What follows belongs to an exercise in optimizing a design on an open flow for a short achievable clock period and few clock cycles; a production flow would make more cautious choices.
Only simulation tests tie the RTL to the original design; equivalence was not proved.
Power is estimated from default activity; no workload was simulated.

--- flow/run.sh ---
#!/bin/bash
# synth_recipe.tcl (not shown) runs the flow's synth.tcl, then flattens the netlist and writes it again
# the make line also repeats each setting of config.mk as NAME=value (left out here)
make -C /OpenROAD-flow-scripts/flow DESIGN_CONFIG=/design/flow/config.mk WORK_HOME=/design/flow/orfs CLKGATE_MAP_FILE= SYNTH_SCRIPT=/design/flow/synth_recipe.tcl finish
--- flow/config.mk ---
export PLATFORM = sky130hd
export DESIGN_NAME = mips_pipe
export DESIGN_NICKNAME = mips_pipe
export VERILOG_FILES = /design/flow/design.v
export SDC_FILE = /design/flow/constraint.sdc
export NUM_CORES = 4
export LEC_CHECK = 0
export ABC_AREA = 0
export ABC_CLOCK_PERIOD_IN_PS = 2500
export CAP_MARGIN = 20
export CORE_MARGIN = 2
export CORE_UTILIZATION = 55
export SETUP_SLACK_MARGIN = 4.2
export SLEW_MARGIN = 20
export TNS_END_PERCENT = 10
--- flow/constraint.sdc ---
create_clock -name core_clock -period 8.0 [get_ports {CLK}]
set_input_delay 1.6000 -clock core_clock [delete_from_list [all_inputs] [get_ports {CLK}]]
set_output_delay 1.6000 -clock core_clock [all_outputs]
set_load 0.01 [all_outputs]
--- flow/design.v ---
`timescale 1ns/1ps
package mips_pkg;
endpackage
`timescale 1ns/1ps
`timescale 1ns/1ps
`timescale 1ns/1ps
`timescale 1ns/1ps
`timescale 1ns/1ps
module mips_pipe
(
   input  logic                          CLK,
   input  logic                          RESET,
   input  logic                          enable,
   input  logic                          pm_wr_valid,
   input  logic [6-1:0]        pm_wr_addr,
   input  logic [32-1:0]         pm_wr_data,
   output logic                          retire_valid,
   output logic [5-1:0]       retire_dst,
   output logic [32-1:0]         retire_data
);
   localparam int E_WR   = 0;    
   localparam int E_SW   = 1;    
   localparam int E_CBR  = 2;    
   localparam int E_UNC  = 3;    
   localparam int E_FOLD = 4;    
   localparam int E_IMM  = 5;    
   localparam int E_ALU  = 6;    
   localparam int E_LW   = 11;
   localparam int E_RA   = 12;   
   localparam int E_RB   = 17;   
   localparam int E_DST  = 22;
   localparam int E_I16  = 27;
   localparam int E_TGT  = 43;   
   localparam int EW     = 49;
   localparam int AW = 6;
   localparam int QN = 6;        
   function automatic logic [EW-1:0] predecode(input logic [31:0] d, input logic [AW-1:0] a);
      logic [5:0]  op;
      logic [5:0]  fn;
      logic [4:0]  rs;
      logic [4:0]  rt;
      logic [4:0]  rd;
      logic        is_r;
      logic        is_addi;
      logic        is_lw;
      logic        is_sw;
      logic        is_beq;
      logic [4:0]  dst;
      logic        wr;
      logic        cbr;
      logic        unc;
      logic [AW-1:0] tgt;
      logic [EW-1:0] e;
      op      = d[31:26];
      fn      = d[5:0];
      rs      = d[25:21];
      rt      = d[20:16];
      rd      = d[15:11];
      is_r    = (op == 6'h00) &&
                ((fn == 6'h20) || (fn == 6'h22) || (fn == 6'h24) ||
                 (fn == 6'h25)  || (fn == 6'h2A));
      is_addi = (op == 6'h08);
      is_lw   = (op == 6'h23);
      is_sw   = (op == 6'h2B);
      is_beq  = (op == 6'h04);
      dst     = is_r ? rd : rt;
      wr      = (is_r || is_addi || is_lw) && (dst != 5'd0);
      unc     = is_beq && (rs == rt);
      cbr     = is_beq && (rs != rt);
      tgt     = a + 6'd1 + d[AW-1:0];
      e                  = '0;
      e[E_WR]            = wr;
      e[E_SW]            = is_sw;
      e[E_CBR]           = cbr;
      e[E_UNC]           = unc;
      e[E_FOLD]          = !(wr || is_sw || cbr);
      e[E_IMM]           = is_addi;
      e[E_ALU+0]         = is_addi || (is_r && fn == 6'h20);
      e[E_ALU+1]         = is_r && fn == 6'h22;
      e[E_ALU+2]         = is_r && fn == 6'h24;
      e[E_ALU+3]         = is_r && fn == 6'h25;
      e[E_ALU+4]         = is_r && fn == 6'h2A;
      e[E_ALU+5]         = is_lw;
      e[E_RA +: 5]       = (is_r || is_addi || is_lw || is_sw || cbr) ? rs : 5'd0;
      e[E_RB +: 5]       = (is_r || is_sw || cbr) ? rt : 5'd0;
      e[E_DST +: 5]      = dst;
      e[E_I16 +: 16]     = d[15:0];
      e[E_TGT +: AW]     = tgt;
      predecode = e;
   endfunction
   function automatic logic pairable(input logic [EW-1:0] a, input logic [EW-1:0] b);
      logic raw;
      logic mem2;
      logic fuse;
      raw  = a[E_WR] && ((b[E_RA +: 5] == a[E_DST +: 5]) || (b[E_RB +: 5] == a[E_DST +: 5]));
      mem2 = (a[E_SW] || a[E_LW]) && (b[E_SW] || b[E_LW]);
      fuse = a[E_IMM] && b[E_CBR] &&
             (((b[E_RA +: 5] == a[E_DST +: 5]) && (b[E_RB +: 5] == 5'd0)) ||
              ((b[E_RB +: 5] == a[E_DST +: 5]) && (b[E_RA +: 5] == 5'd0)));
      pairable = !a[E_UNC] && (!raw || fuse) && !mem2 && !(a[E_CBR] && b[E_CBR]);
   endfunction
   logic [EW-1:0]    pm [(1 << 6)];
   logic [63:0]      pbit;        
   logic             pw_v;
   logic [AW-1:0]    pw_a;
   logic [31:0]      pw_d;
   logic [EW-1:0]    pw_e;
   always_ff @(posedge CLK)
   begin
      pw_v <= pm_wr_valid;
      pw_a <= pm_wr_addr;
      pw_d <= pm_wr_data;
   end
   assign pw_e = predecode(pw_d, pw_a);
   always_ff @(posedge CLK)
   begin
      if (pw_v)
      begin
         pm[pw_a]            <= pw_e;
      end
   end
   for (genvar k = 0; k < 64; k++)
   begin : g_pbit
      assign pbit[k] = pairable(pm[k], pm[(k + 1) % 64]);
   end
   function automatic logic [63:0] dec6(input logic [5:0] a);
      dec6 = 64'd1 << a;
   endfunction
   function automatic logic [63:0] rotl(input logic [63:0] v, input int k);
      rotl = (v << k) | (v >> (64 - k));
   endfunction
   logic             first;         
   logic             g_ok   [2];    
   logic [EW-1:0]    g_e0   [2];
   logic [EW-1:0]    g_e1   [2];
   logic             g_pb   [2];
   logic [63:0]      g_pc   [2];    
   logic             g_ffold[2];    
   logic             g_func [2];
   logic [AW-1:0]    g_ft   [2];
   logic             x_wr   [2];   
   logic [5:0]       x_alu  [2];
   logic [4:0]       x_dst  [2];
   logic             x_as1  [2];   
   logic             x_as0  [2];   
   logic             x_bs1  [2];
   logic             x_bs0  [2];
   logic [31:0]      x_a    [2];
   logic [31:0]      x_b    [2];
   logic             x_sw;         
   logic             x_msel;       
   logic [5:0]       x_maddr;      
   logic [5:0]       x_maddr0;     
   logic [5:0]       x_maddr1;     
   logic             x_ms1;
   logic             x_ms0;
   logic             x_cbr;        
   logic             x_bsel;       
   logic [31:0]      x_ba;
   logic [31:0]      x_bb;
   logic             x_bas1;
   logic             x_bas0;
   logic             x_bbs1;
   logic             x_bbs0;
   logic             r_v    [2];
   logic [4:0]       r_dst  [2];
   logic [31:0]      r_data [2];
   logic             st_v;
   logic [5:0]       st_a;
   logic [31:0]      st_d;
   logic             q_v [QN];
   logic [4:0]       q_d [QN];
   logic [31:0]      q_x [QN];
   logic [31:0]      regs [1:31];
   logic [31:0]      dm   [(1 << 6)];
   logic [31:0]      op_a [2];
   logic [31:0]      op_b [2];
   logic [31:0]      res  [2];
   logic [5:0]       addr;
   logic [31:0]      ld;
   logic             beq_eq;
   logic             xmis;         
   logic             xmis0;
   logic             w0;
   logic             w1;
   assign addr = x_ms1 ? x_maddr1 : x_ms0 ? x_maddr0 : x_maddr;
   always_comb
   begin
      logic [63:0] oh;
      logic [31:0] v;
      oh = dec6(addr);
      v  = '0;
      for (int i = 0; i < 64; i++) v = v | ({32{oh[i]}} & dm[i]);
      ld = (st_v && st_a == addr) ? st_d : v;
   end
   for (genvar s = 0; s < 2; s++)
   begin : g_alu
      logic [31:0] sum;
      logic [31:0] dif;
      logic        lt;
      assign op_a[s] = x_as1[s] ? r_data[1] : x_as0[s] ? r_data[0] : x_a[s];
      assign op_b[s] = x_bs1[s] ? r_data[1] : x_bs0[s] ? r_data[0] : x_b[s];
      assign sum     = op_a[s] + op_b[s];
      assign dif     = op_a[s] - op_b[s];
      assign lt      = $signed(op_a[s]) < $signed(op_b[s]);
      assign res[s]  = ({32{x_alu[s][0]}} & sum)                |
                       ({32{x_alu[s][1]}} & dif)                |
                       ({32{x_alu[s][2]}} & (op_a[s] & op_b[s])) |
                       ({32{x_alu[s][3]}} & (op_a[s] | op_b[s])) |
                       ({32{x_alu[s][4]}} & {31'd0, lt})        |
                       ({32{x_alu[s][5]}} & ld);
   end
   always_comb
   begin
      logic e_rr;
      logic e_r0;
      logic e_r1;
      logic e_0r;
      logic e_1r;
      logic e_01;
      e_rr = (x_ba == x_bb);
      e_r0 = (x_ba == r_data[0]);
      e_r1 = (x_ba == r_data[1]);
      e_0r = (r_data[0] == x_bb);
      e_1r = (r_data[1] == x_bb);
      e_01 = (r_data[0] == r_data[1]);
      case ({x_bas1, x_bas0, x_bbs1, x_bbs0})
         4'b0000: beq_eq = e_rr;
         4'b0001: beq_eq = e_r0;
         4'b0010: beq_eq = e_r1;
         4'b0100: beq_eq = e_0r;
         4'b1000: beq_eq = e_1r;
         4'b0110: beq_eq = e_01;
         4'b1001: beq_eq = e_01;
         default: beq_eq = 1'b1;   
      endcase
   end
   assign xmis  = x_cbr && beq_eq;
   assign xmis0 = xmis && !x_bsel;
   assign w0    = x_wr[0];
   assign w1    = x_wr[1] && !xmis0;
   function automatic logic [31:0] rread(input logic [4:0] r,
                                         input logic v0, input logic [4:0] d0_, input logic [31:0] x0,
                                         input logic v1, input logic [4:0] d1_, input logic [31:0] x1,
                                         input logic [31:0] rf);
      if (r == 5'd0)              rread = 32'd0;
      else if (v1 && d1_ == r)    rread = x1;
      else if (v0 && d0_ == r)    rread = x0;
      else                        rread = rf;
   endfunction
   logic             q_ok2;
   assign q_ok2 = (x_wr[0] && x_wr[1]) ? !q_v[QN - 2] :
                  (x_wr[0] || x_wr[1]) ? !q_v[QN - 1] : 1'b1;
   logic             p_d     [2][2];   
   logic [63:0]      p_nn    [2];      
   logic [63:0]      p_dt    [2];      
   logic [31:0]      p_rva   [2][2];
   logic [31:0]      p_rvb   [2][2];
   logic             p_as1   [2][2];
   logic             p_as0   [2][2];
   logic             p_bs1   [2][2];
   logic             p_bs0   [2][2];
   logic             xw1_eff;
   assign xw1_eff = x_wr[1] && !xmis0;
   for (genvar g = 0; g < 2; g++)
   begin : g_grp
      logic [EW-1:0] e0;
      logic [EW-1:0] e1;
      logic          ok;
      logic          pair;
      logic [63:0]   pc;
      logic [4:0]    ra [2];
      logic [4:0]    rb [2];
      assign e0  = g_e0[g];
      assign e1  = g_e1[g];
      assign ok  = g_ok[g];
      assign pc  = g_pc[g];
      assign pair        = ok && g_pb[g] && !(e0[E_WR] && e1[E_WR] && !q_ok2);
      assign p_d[g][0]   = ok && !e0[E_FOLD];
      assign p_d[g][1]   = pair && !e1[E_FOLD];
      always_comb
      begin
         if (!ok)
            p_nn[g] = pc;
         else if (e0[E_UNC])
            p_nn[g] = dec6(e0[E_TGT +: AW]);
         else if (pair && e1[E_UNC])
            p_nn[g] = dec6(e1[E_TGT +: AW]);
         else if (pair && g_ffold[g] && g_func[g])
            p_nn[g] = dec6(g_ft[g]);
         else if (pair && g_ffold[g])
            p_nn[g] = rotl(pc, 3);
         else if (pair)
            p_nn[g] = rotl(pc, 2);
         else
            p_nn[g] = rotl(pc, 1);
      end
      assign p_dt[g] = dec6(e0[E_CBR] ? e0[E_TGT +: AW] : e1[E_TGT +: AW]);
      assign ra[0] = e0[E_RA +: 5];
      assign rb[0] = e0[E_RB +: 5];
      assign ra[1] = e1[E_RA +: 5];
      assign rb[1] = e1[E_RB +: 5];
      for (genvar s = 0; s < 2; s++)
      begin : g_rd
         logic [31:0] fa;
         logic [31:0] fb;
         always_comb
         begin
            logic [31:0] oa;
            logic [31:0] ob;
            oa = 32'd1 << ra[s];
            ob = 32'd1 << rb[s];
            fa = '0;
            fb = '0;
            for (int i = 1; i < 32; i++)
            begin
               fa = fa | ({32{oa[i]}} & regs[i]);
               fb = fb | ({32{ob[i]}} & regs[i]);
            end
         end
         assign p_rva[g][s] = rread(ra[s], r_v[0], r_dst[0], r_data[0], r_v[1], r_dst[1], r_data[1], fa);
         assign p_rvb[g][s] = rread(rb[s], r_v[0], r_dst[0], r_data[0], r_v[1], r_dst[1], r_data[1], fb);
         assign p_as1[g][s] = xw1_eff && (x_dst[1] == ra[s]);
         assign p_as0[g][s] = x_wr[0] && (x_dst[0] == ra[s]) && !p_as1[g][s];
         assign p_bs1[g][s] = xw1_eff && (x_dst[1] == rb[s]);
         assign p_bs0[g][s] = x_wr[0] && (x_dst[0] == rb[s]) && !p_bs1[g][s];
      end
   end
   logic             gs;
   assign gs = xmis;
   logic [EW-1:0]    e_nn  [2];
   logic [EW-1:0]    e_nn1 [2];
   logic [EW-1:0]    e_nn2 [2];
   logic             b_nn  [2];
   logic [EW-1:0]    e_dt  [2];
   logic [EW-1:0]    e_dt1 [2];
   logic [EW-1:0]    e_dt2 [2];
   logic             b_dt  [2];
   for (genvar g = 0; g < 2; g++)
   begin : g_rdpm
      always_comb
      begin
         logic [63:0] n0;
         logic [63:0] n1;
         logic [63:0] n2;
         logic [63:0] t0;
         logic [63:0] t1;
         logic [63:0] t2;
         n0 = p_nn[g];
         n1 = rotl(n0, 1);
         n2 = rotl(n0, 2);
         t0 = p_dt[g];
         t1 = rotl(t0, 1);
         t2 = rotl(t0, 2);
         e_nn[g]  = '0;
         e_nn1[g] = '0;
         e_nn2[g] = '0;
         e_dt[g]  = '0;
         e_dt1[g] = '0;
         e_dt2[g] = '0;
         for (int i = 0; i < 64; i++)
         begin
            e_nn[g]  = e_nn[g]  | ({EW{n0[i]}} & pm[i]);
            e_nn1[g] = e_nn1[g] | ({EW{n1[i]}} & pm[i]);
            e_nn2[g] = e_nn2[g] | ({EW{n2[i]}} & pm[i]);
            e_dt[g]  = e_dt[g]  | ({EW{t0[i]}} & pm[i]);
            e_dt1[g] = e_dt1[g] | ({EW{t1[i]}} & pm[i]);
            e_dt2[g] = e_dt2[g] | ({EW{t2[i]}} & pm[i]);
         end
         b_nn[g] = |(n0 & pbit);
         b_dt[g] = |(t0 & pbit);
      end
   end
   always_ff @(posedge CLK or posedge RESET)
   begin
      if (RESET)
      begin
         first   <= 1'b1;
         g_ok[0] <= 1'b0;
         g_ok[1] <= 1'b0;
         g_pc[0] <= 64'd1;
         g_pc[1] <= 64'd1;
      end
      else if (enable)
      begin
         first   <= 1'b0;
         g_ok[0] <= !pw_v;
         g_ok[1] <= !pw_v;
         g_pc[0] <= p_nn[gs];
         g_pc[1] <= p_dt[gs];
      end
      else if (first)
      begin
         g_ok[0] <= !(pw_v && (pw_a <= 6'd2));
      end
   end
   always_ff @(posedge CLK)
   begin
      if (enable)
      begin
         g_e0[0]    <= e_nn[gs];
         g_e1[0]    <= e_nn1[gs];
         g_pb[0]    <= b_nn[gs];
         g_ffold[0] <= e_nn2[gs][E_FOLD];
         g_func[0]  <= e_nn2[gs][E_UNC];
         g_ft[0]    <= e_nn2[gs][E_TGT +: AW];
         g_e0[1]    <= e_dt[gs];
         g_e1[1]    <= e_dt1[gs];
         g_pb[1]    <= b_dt[gs];
         g_ffold[1] <= e_dt2[gs][E_FOLD];
         g_func[1]  <= e_dt2[gs][E_UNC];
         g_ft[1]    <= e_dt2[gs][E_TGT +: AW];
      end
      else if (first)
      begin
         g_e0[0]    <= pm[0];
         g_e1[0]    <= pm[1];
         g_pb[0]    <= pbit[0];
         g_ffold[0] <= pm[2][E_FOLD];
         g_func[0]  <= pm[2][E_UNC];
         g_ft[0]    <= pm[2][E_TGT +: AW];
      end
   end
   logic [EW-1:0]    c_e0;
   logic [EW-1:0]    c_e1;
   logic             c_d0;
   logic             c_d1;
   logic             c_m0;       
   assign c_e0 = g_e0[gs];
   assign c_e1 = g_e1[gs];
   assign c_d0 = p_d[gs][0];
   assign c_d1 = p_d[gs][1];
   assign c_m0 = c_e0[E_SW] || c_e0[E_LW];
   logic             c_fuse;
   logic [31:0]      c_nimm;
   logic             g_fuse [2];
   logic [31:0]      g_nimm [2];
   for (genvar g = 0; g < 2; g++)
   begin : g_fu
      assign g_fuse[g] = g_e1[g][E_CBR] && g_e0[g][E_WR] &&
                         ((g_e1[g][E_RA +: 5] == g_e0[g][E_DST +: 5]) ||
                          (g_e1[g][E_RB +: 5] == g_e0[g][E_DST +: 5]));
      assign g_nimm[g] = 32'd0 - {{16{g_e0[g][E_I16 + 15]}}, g_e0[g][E_I16 +: 16]};
   end
   assign c_fuse = g_fuse[gs];
   assign c_nimm = g_nimm[gs];
   always_ff @(posedge CLK or posedge RESET)
   begin
      if (RESET)
      begin
         x_wr[0] <= 1'b0;
         x_wr[1] <= 1'b0;
         x_sw    <= 1'b0;
         x_cbr   <= 1'b0;
         r_v[0]  <= 1'b0;
         r_v[1]  <= 1'b0;
         st_v    <= 1'b0;
         for (int i = 0; i < QN; i++) q_v[i] <= 1'b0;
      end
      else if (enable)
      begin
         x_wr[0] <= c_d0 && c_e0[E_WR];
         x_wr[1] <= c_d1 && c_e1[E_WR];
         x_sw    <= (c_d0 && c_e0[E_SW]) || (c_d1 && c_e1[E_SW]);
         x_cbr   <= (c_d0 && c_e0[E_CBR]) || (c_d1 && c_e1[E_CBR]);
         r_v[0]  <= w0;
         r_v[1]  <= w1;
         if (x_sw && !(x_msel && xmis0))
         begin
            st_v <= 1'b1;
         end
         for (int i = 0; i < QN; i++) q_v[i] <= qn_v[i];
      end
   end
   always_ff @(posedge CLK)
   begin
      if (enable)
      begin
         x_alu[0] <= c_e0[E_ALU +: 6];
         x_alu[1] <= c_e1[E_ALU +: 6];
         x_dst[0] <= c_e0[E_DST +: 5];
         x_dst[1] <= c_e1[E_DST +: 5];
         x_as1[0] <= p_as1[gs][0];
         x_as0[0] <= p_as0[gs][0];
         x_as1[1] <= p_as1[gs][1];
         x_as0[1] <= p_as0[gs][1];
         x_bs1[0] <= p_bs1[gs][0] && !c_e0[E_IMM];
         x_bs0[0] <= p_bs0[gs][0] && !c_e0[E_IMM];
         x_bs1[1] <= p_bs1[gs][1] && !c_e1[E_IMM];
         x_bs0[1] <= p_bs0[gs][1] && !c_e1[E_IMM];
         x_a[0]   <= p_rva[gs][0];
         x_a[1]   <= p_rva[gs][1];
         x_b[0]   <= c_e0[E_IMM] ? {{16{c_e0[E_I16 + 15]}}, c_e0[E_I16 +: 16]} : p_rvb[gs][0];
         x_b[1]   <= c_e1[E_IMM] ? {{16{c_e1[E_I16 + 15]}}, c_e1[E_I16 +: 16]} : p_rvb[gs][1];
         x_msel  <= !c_m0;
         if (c_m0)
         begin
            x_maddr  <= p_rva[gs][0][5:0] + c_e0[E_I16 +: 6];
            x_maddr0 <= res[0][5:0] + c_e0[E_I16 +: 6];
            x_maddr1 <= res[1][5:0] + c_e0[E_I16 +: 6];
            x_ms1    <= p_as1[gs][0];
            x_ms0    <= p_as0[gs][0];
         end
         else
         begin
            x_maddr  <= p_rva[gs][1][5:0] + c_e1[E_I16 +: 6];
            x_maddr0 <= res[0][5:0] + c_e1[E_I16 +: 6];
            x_maddr1 <= res[1][5:0] + c_e1[E_I16 +: 6];
            x_ms1    <= p_as1[gs][1];
            x_ms0    <= p_as0[gs][1];
         end
         x_bsel <= !c_e0[E_CBR];
         if (c_fuse)
         begin
            x_ba   <= p_rva[gs][0];
            x_bb   <= c_nimm;
            x_bas1 <= p_as1[gs][0];
            x_bas0 <= p_as0[gs][0];
            x_bbs1 <= 1'b0;
            x_bbs0 <= 1'b0;
         end
         else if (c_e0[E_CBR])
         begin
            x_ba   <= p_rva[gs][0];
            x_bb   <= p_rvb[gs][0];
            x_bas1 <= p_as1[gs][0];
            x_bas0 <= p_as0[gs][0];
            x_bbs1 <= p_bs1[gs][0];
            x_bbs0 <= p_bs0[gs][0];
         end
         else
         begin
            x_ba   <= p_rva[gs][1];
            x_bb   <= p_rvb[gs][1];
            x_bas1 <= p_as1[gs][1];
            x_bas0 <= p_as0[gs][1];
            x_bbs1 <= p_bs1[gs][1];
            x_bbs0 <= p_bs0[gs][1];
         end
         r_dst[0]  <= x_dst[0];
         r_dst[1]  <= x_dst[1];
         r_data[0] <= res[0];
         r_data[1] <= res[1];
         if (x_sw && !(x_msel && xmis0))
         begin
            st_a <= addr;
            st_d <= x_msel ? op_b[1] : op_b[0];
         end
         for (int i = 0; i < QN; i++)
         begin
            q_d[i] <= qn_d[i];
            q_x[i] <= qn_x[i];
         end
      end
   end
   logic             qn_v [QN];
   logic [4:0]       qn_d [QN];
   logic [31:0]      qn_x [QN];
   always_comb
   begin
      logic        sv [QN + 1];
      logic [4:0]  sd [QN + 1];
      logic [31:0] sx [QN + 1];
      logic        nv0;
      logic [4:0]  nd0;
      logic [31:0] nx0;
      logic        prev;
      for (int i = 0; i < QN; i++)
      begin
         if (q_v[0])
         begin
            sv[i] = (i + 1 < QN) ? q_v[(i + 1) % QN] : 1'b0;
            sd[i] = q_d[(i + 1) % QN];
            sx[i] = q_x[(i + 1) % QN];
         end
         else
         begin
            sv[i] = q_v[i];
            sd[i] = q_d[i];
            sx[i] = q_x[i];
         end
      end
      nv0 = w0 || w1;
      nd0 = w0 ? x_dst[0] : x_dst[1];
      nx0 = w0 ? res[0]   : res[1];
      for (int i = 0; i < QN; i++)
      begin
         prev = (i == 0) ? 1'b1 : sv[(i + QN - 1) % QN];
         if (sv[i])
         begin
            qn_v[i] = 1'b1;
            qn_d[i] = sd[i];
            qn_x[i] = sx[i];
         end
         else if (prev)
         begin
            qn_v[i] = nv0;
            qn_d[i] = nd0;
            qn_x[i] = nx0;
         end
         else
         begin
            qn_v[i] = (i >= 1) && ((i == 1) ? 1'b1 : sv[(i + QN - 2) % QN]) && w0 && w1;
            qn_d[i] = x_dst[1];
            qn_x[i] = res[1];
         end
      end
   end
   always_ff @(posedge CLK)
   begin
      if (r_v[0])
      begin
         regs[r_dst[0]] <= r_data[0];
      end
      if (r_v[1])
      begin
         regs[r_dst[1]] <= r_data[1];
      end
      if (st_v)
      begin
         dm[st_a] <= st_d;
      end
   end
   assign retire_valid = q_v[0];
   assign retire_dst   = q_d[0];
   assign retire_data  = q_x[0];
endmodule
==> summary.md <==
| Metric | Value |
|---|---|
| Chip height | 966 um |
| Mapped Cells | roughly 53000 |
| H-tree Lvls | 6 |
| Count leader, synth | a22oi_1 |
| GPL Wtd Cong | around 1.6 |
| PortBufs | 79 |
| Top cells by area, synth | edfxtp_1 41%, a22oi_1 13%, a221oi_1 6.0% |
| Global-route wire length before repair | 7560000 um |
| Area leader, netlist | edfxtp_1 |
| EDFF count, synth | 6972 |
| Placed insts | between 60000 and 70000 |
| Largest net degree at the start of global routing | roughly 120 |
| Post-synthesis async set-or-reset flop share | under 10% |
| Synth Warn # | 56 |
| Failed at | global routing |
| Vias in the first global route | ~750k |
| Post-Syn Area | ~0.51 mm^2 |
| I/O pin cnt | 80 |
| Placed cell area | 0.537 mm^2 |
| Sequential-to-total area share from yosys stat | a little over two fifths |
| GR Overflow Total | approximately 130k |
| Clk sinks | approximately 7200 |
| Die Width | slightly below 1000 um |
| Status | stopped before the end |
| Synth top cells by count | 8869 x a22oi_1, 6972 x edfxtp_1, 6391 x clkbuf_1, 3468 x a221oi_1, 3265 x a22o_1 |
| Most used DFF post-synth | edfxtp_1 |
| Total CTS buffers | around 770 |
| Final HPWL DP | around 3300000 um |
| Root cell of the clock tree | clkbuf_16 |
| Flops & latches, synth | between 7000 and 8000 |
| Max clock buf depth | 5 |
| Post-synth top area share | roughly 40% |
| Cell Rows | 353 |
| Mean Syn Cell Area | 9.60 um^2 |
| Synth unique cells | 125 |
| Syn Nets | about 53000 |
| Gr usage total | 118% |
| Initial core utilization | between 50% and 60% |
| Error | [ERROR GRT-0116] Global routing finished with congestion. Check the congestion regions in the DRC Viewer. |
[power groups by stage]
stage	Clock, W	Sequential [W]	Combinational, W
after CTS	0.0383	0.0450	0.0482
after detailed placement	0	0.0459	0.0421
after global placement	0	0.0459	0.0415
after floorplan	0	0.0446	0.0205
[worst min-delay path by stage]
stage                        to  slack (ps)  depth (start not counted)
floorplan           r_dst[0][0]         420                          0
detailed placement      x_wr[1]         480                          1
global placement        x_wr[1]         470                          1
CTS                   q_x[2][1]         500                          2
[per-stage QoR]
stage	total power, W	hold WS, ps	util [%]	setup WS (ps)
global placement	0.0874	475	58.1	406
CTS	0.132	498	64.3	2890
detailed placement	0.0880	481	58.2	1060
floorplan	0.0651	424	-	2510
[repair_timing]
item	in CTS
hold buffers	0
pin swaps	761
resized for setup	2520
endpoints found under the setup margin	3040
cloned	122
buffers inserted	1644
[per-layer routing]
layer,GRT overflow,GRT usage [%]
met2,65551,133
met3,18484,109
met4,19324,119
met1,28636,111
met5,2341,104
[cells by family after synthesis]
family	count (synthesis)	share of synthesized area, %
multiplexers	1307	2.82
AO/OA/AOI/OAI	21227	33.2
adder cells (fa/ha/maj)	227	0.572
XOR/XNOR	1012	1.74
AND/OR/NAND/NOR	12252	12.1
buffers and inverters	9787	7.49
flip-flops	7155	42.0
Testbench counts, summed over its fixed seeds: cycles 4,695.
